What follows belongs to an exercise in optimizing a design on an open flow for small area; a production flow would make more cautious choices.
Where RTL was checked, it was by simulation tests only, not by an equivalence proof against the original.

Design dct_1d_top, start of the top module:
module dct_1d_top (
	input  logic    clk,
	input  logic    rst,
	input  logic    in_valid,
	input  dct_types_pkg::sample_t in_sample,
	output logic         out_valid,
	output dct_ctrl_pkg::sample_idx_t  out_index,
	output dct_types_pkg::coef_t        out_coef
);
Size: roughly 2900 cells after synthesis, ~450 flip-flops, ~51 I/O pins, about 0.036 mm2 of cells after synthesis.
==> flow/config.mk <==
export PLATFORM = sky130hd
export DESIGN_NAME = dct_1d_top
export DESIGN_NICKNAME = dct_1d_top
export VERILOG_FILES = /design/flow/design.v
export SDC_FILE = /design/flow/constraint.sdc
export NUM_CORES = 4
export LEC_CHECK = 0
export CAP_MARGIN = 20
export CORE_MARGIN = 2
export CORE_UTILIZATION = 40
export SLEW_MARGIN = 20
==> flow/constraint.sdc <==
create_clock -name core_clock -period 8.0 [get_ports {clk}]
set_input_delay 1.6000 -clock core_clock [delete_from_list [all_inputs] [get_ports {clk}]]
set_output_delay 1.6000 -clock core_clock [all_outputs]
set_load 0.01 [all_outputs]
run.sh (not shown) runs the stock make flow with config.mk's settings and CLKGATE_MAP_FILE= SYNTH_SCRIPT=/design/flow/synth_recipe.tcl, a recipe that flattens the netlist after the stock synthesis.
Edit:
--- a/flow/design.v
+++ b/flow/design.v
@@ -68,33 +68,34 @@
 		pair_diff <= dct_types_pkg::pair_t'(p) - dct_types_pkg::pair_t'(q);
 		pair_step <= step;
 	end
 endmodule
 `default_nettype wire
 `default_nettype none
 module dct_pair_buffer (
 	input  logic  clk,
 	input  logic  rst,
 	input  logic  done,
 	input  logic [8*(24+2)-1:0] acc,
+	input  logic [8*(24+2)-1:0] acc_next,
 	output logic       out_valid,
 	output dct_ctrl_pkg::sample_idx_t out_index,
 	output dct_types_pkg::coef_t      out_coef
 );
 	localparam int SW = 24 + 2;
 	logic [22+1:0] hold [4];
 	logic [22+1:0] sel;
 	always_ff @(posedge clk) begin
-		if (out_valid && out_index == 3'd0) begin
+		if (done) begin
 			for (int k = 0; k < 4; k++)
-				hold[k] <= acc[(k + 4)*SW + 2 +: 22 + 2];
+				hold[k] <= acc_next[(k + 4)*SW + 2 +: 22 + 2];
 		end
 	end
 	always_ff @(posedge clk or negedge rst) begin
 		if (!rst) begin
 			out_valid <= 1'b0;
 			out_index <= '0;
 		end else begin
 			if (done) begin
 				out_valid <= 1'b1;
 				out_index <= '0;
 			end else if (out_valid) begin
@@ -119,23 +120,24 @@
 	assign out_coef = sel[22-1:0]
 		+ {7'd0, sel[22+1], 7'd0, sel[22], 6'd0};
 endmodule
 `default_nettype wire
 `default_nettype none
 module dct_even_odd_mac (
 	input  logic  clk,
 	input  logic  pair_valid,
 	input  dct_ctrl_pkg::step_t pair_step,
 	input  dct_types_pkg::pair_t pair_sum,
 	input  dct_types_pkg::pair_t pair_diff,
-	output logic [8*(24+2)-1:0] acc
+	output logic [8*(24+2)-1:0] acc,
+	output logic [8*(24+2)-1:0] acc_next
 );
 	logic [23:0] s_x0, s_x4, s_c2, s_c6, s_o1, s_o3, s_o5, s_o7;
 	logic [23:0] n_x0, n_x4, n_c2, n_c6, n_o1, n_o3, n_o5, n_o7;
 	logic [1:0] k_x0, k_x4, k_c2, k_c6, k_o1, k_o3, k_o5, k_o7;
 	logic [1:0] nk_x0, nk_x4, nk_c2, nk_c6, nk_o1, nk_o3, nk_o5, nk_o7;
 	logic  first, keep;
 	logic  neg1, neg5, neg7;
 	logic [22:0] d1, d5, d7;
 	assign first = pair_step == 2'd0;
 	assign keep = ~first;
 	assign neg1 = pair_step != 2'd2;
@@ -2514,57 +2516,68 @@
 			k_o7 <= nk_o7;
 		end
 	end
 	assign acc[0*(24+2) +: 24+2] = {k_x0, s_x0};
 	assign acc[1*(24+2) +: 24+2] = {k_o3, s_o3};
 	assign acc[2*(24+2) +: 24+2] = {k_c6, s_c6};
 	assign acc[3*(24+2) +: 24+2] = {k_o7, s_o7};
 	assign acc[4*(24+2) +: 24+2] = {k_x4, s_x4};
 	assign acc[5*(24+2) +: 24+2] = {k_o1, s_o1};
 	assign acc[6*(24+2) +: 24+2] = {k_c2, s_c2};
 	assign acc[7*(24+2) +: 24+2] = {k_o5, s_o5};
+	assign acc_next[0*(24+2) +: 24+2] = {nk_x0, n_x0};
+	assign acc_next[1*(24+2) +: 24+2] = {nk_o3, n_o3};
+	assign acc_next[2*(24+2) +: 24+2] = {nk_c6, n_c6};
+	assign acc_next[3*(24+2) +: 24+2] = {nk_o7, n_o7};
+	assign acc_next[4*(24+2) +: 24+2] = {nk_x4, n_x4};
+	assign acc_next[5*(24+2) +: 24+2] = {nk_o1, n_o1};
+	assign acc_next[6*(24+2) +: 24+2] = {nk_c2, n_c2};
+	assign acc_next[7*(24+2) +: 24+2] = {nk_o5, n_o5};
 endmodule
 `default_nettype wire
 `default_nettype none
 module dct_1d_top (
 	input  logic    clk,
 	input  logic    rst,
 	input  logic    in_valid,
 	input  dct_types_pkg::sample_t in_sample,
 	output logic         out_valid,
 	output dct_ctrl_pkg::sample_idx_t  out_index,
 	output dct_types_pkg::coef_t        out_coef
 );
 	logic  pair_valid;
 	dct_ctrl_pkg::step_t pair_step;
 	dct_types_pkg::pair_t pair_sum;
 	dct_types_pkg::pair_t pair_diff;
 	logic [8*(24+2)-1:0] acc;
+	logic [8*(24+2)-1:0] acc_next;
 	dct_butterfly i_butterfly (
 		.clk        (clk),
 		.rst        (rst),
 		.in_valid   (in_valid),
 		.in_sample  (in_sample),
 		.pair_valid (pair_valid),
 		.pair_step  (pair_step),
 		.pair_sum   (pair_sum),
 		.pair_diff  (pair_diff)
 	);
 	dct_even_odd_mac i_mac (
 		.clk        (clk),
 		.pair_valid (pair_valid),
 		.pair_step  (pair_step),
 		.pair_sum   (pair_sum),
 		.pair_diff  (pair_diff),
-		.acc        (acc)
+		.acc        (acc),
+		.acc_next   (acc_next)
 	);
 	dct_pair_buffer i_out (
 		.clk        (clk),
 		.rst        (rst),
 		.done       (pair_valid && pair_step == 2'd3),
 		.acc        (acc),
+		.acc_next   (acc_next),
 		.out_valid  (out_valid),
 		.out_index  (out_index),
 		.out_coef   (out_coef)
 	);
 endmodule
 `default_nettype wire
The new run finished clean.
Global-route usage increases by 0.37 points.
Register-to-register slack degrades by 0.03 ns.
Worst setup slack degrades by 0.026 ns.
Utilization decreases by 0.16 points.
Non-clock buffer count increases by 6.
Wire length increases slightly.
Final area decreases slightly.
Cell count decreases slightly.
Via count decreases slightly.
The RTL of the second run of this note was laid out without a check of its function.

-- what the ideal ports hide --
The results above use ideal ports. As a check the final layouts listed here were re-extracted and re-timed, cells and wires unchanged. Step 1, drivers: a clkbuf_16 drives clk and a buf_2 each remaining input, both assumed. Step 2 moves the port delays by t, midway between the first and last clock arrival at a register: inputs arrive t later, outputs are due t later. That takes back most of the time a late clock gives input paths. a / b / c = no drivers / after step 1 / after step 2; a / b = the first two.
| run | shift t [ns] | slack for setup (ns) | hold slack, ns | worst data-port slew with drivers (ns) |
|---|---|---|---|---|
| the first run | 0.657 | 0.431 / 0.431 / 0.431 | 0.445 / 0.445 / 0.445 | 0.05 |
| the second run | 0.669 | 0.405 / 0.405 / 0.405 | 0.434 / 0.434 / 0.434 | 0.06 |
After both steps setup and hold are still met in every run listed.
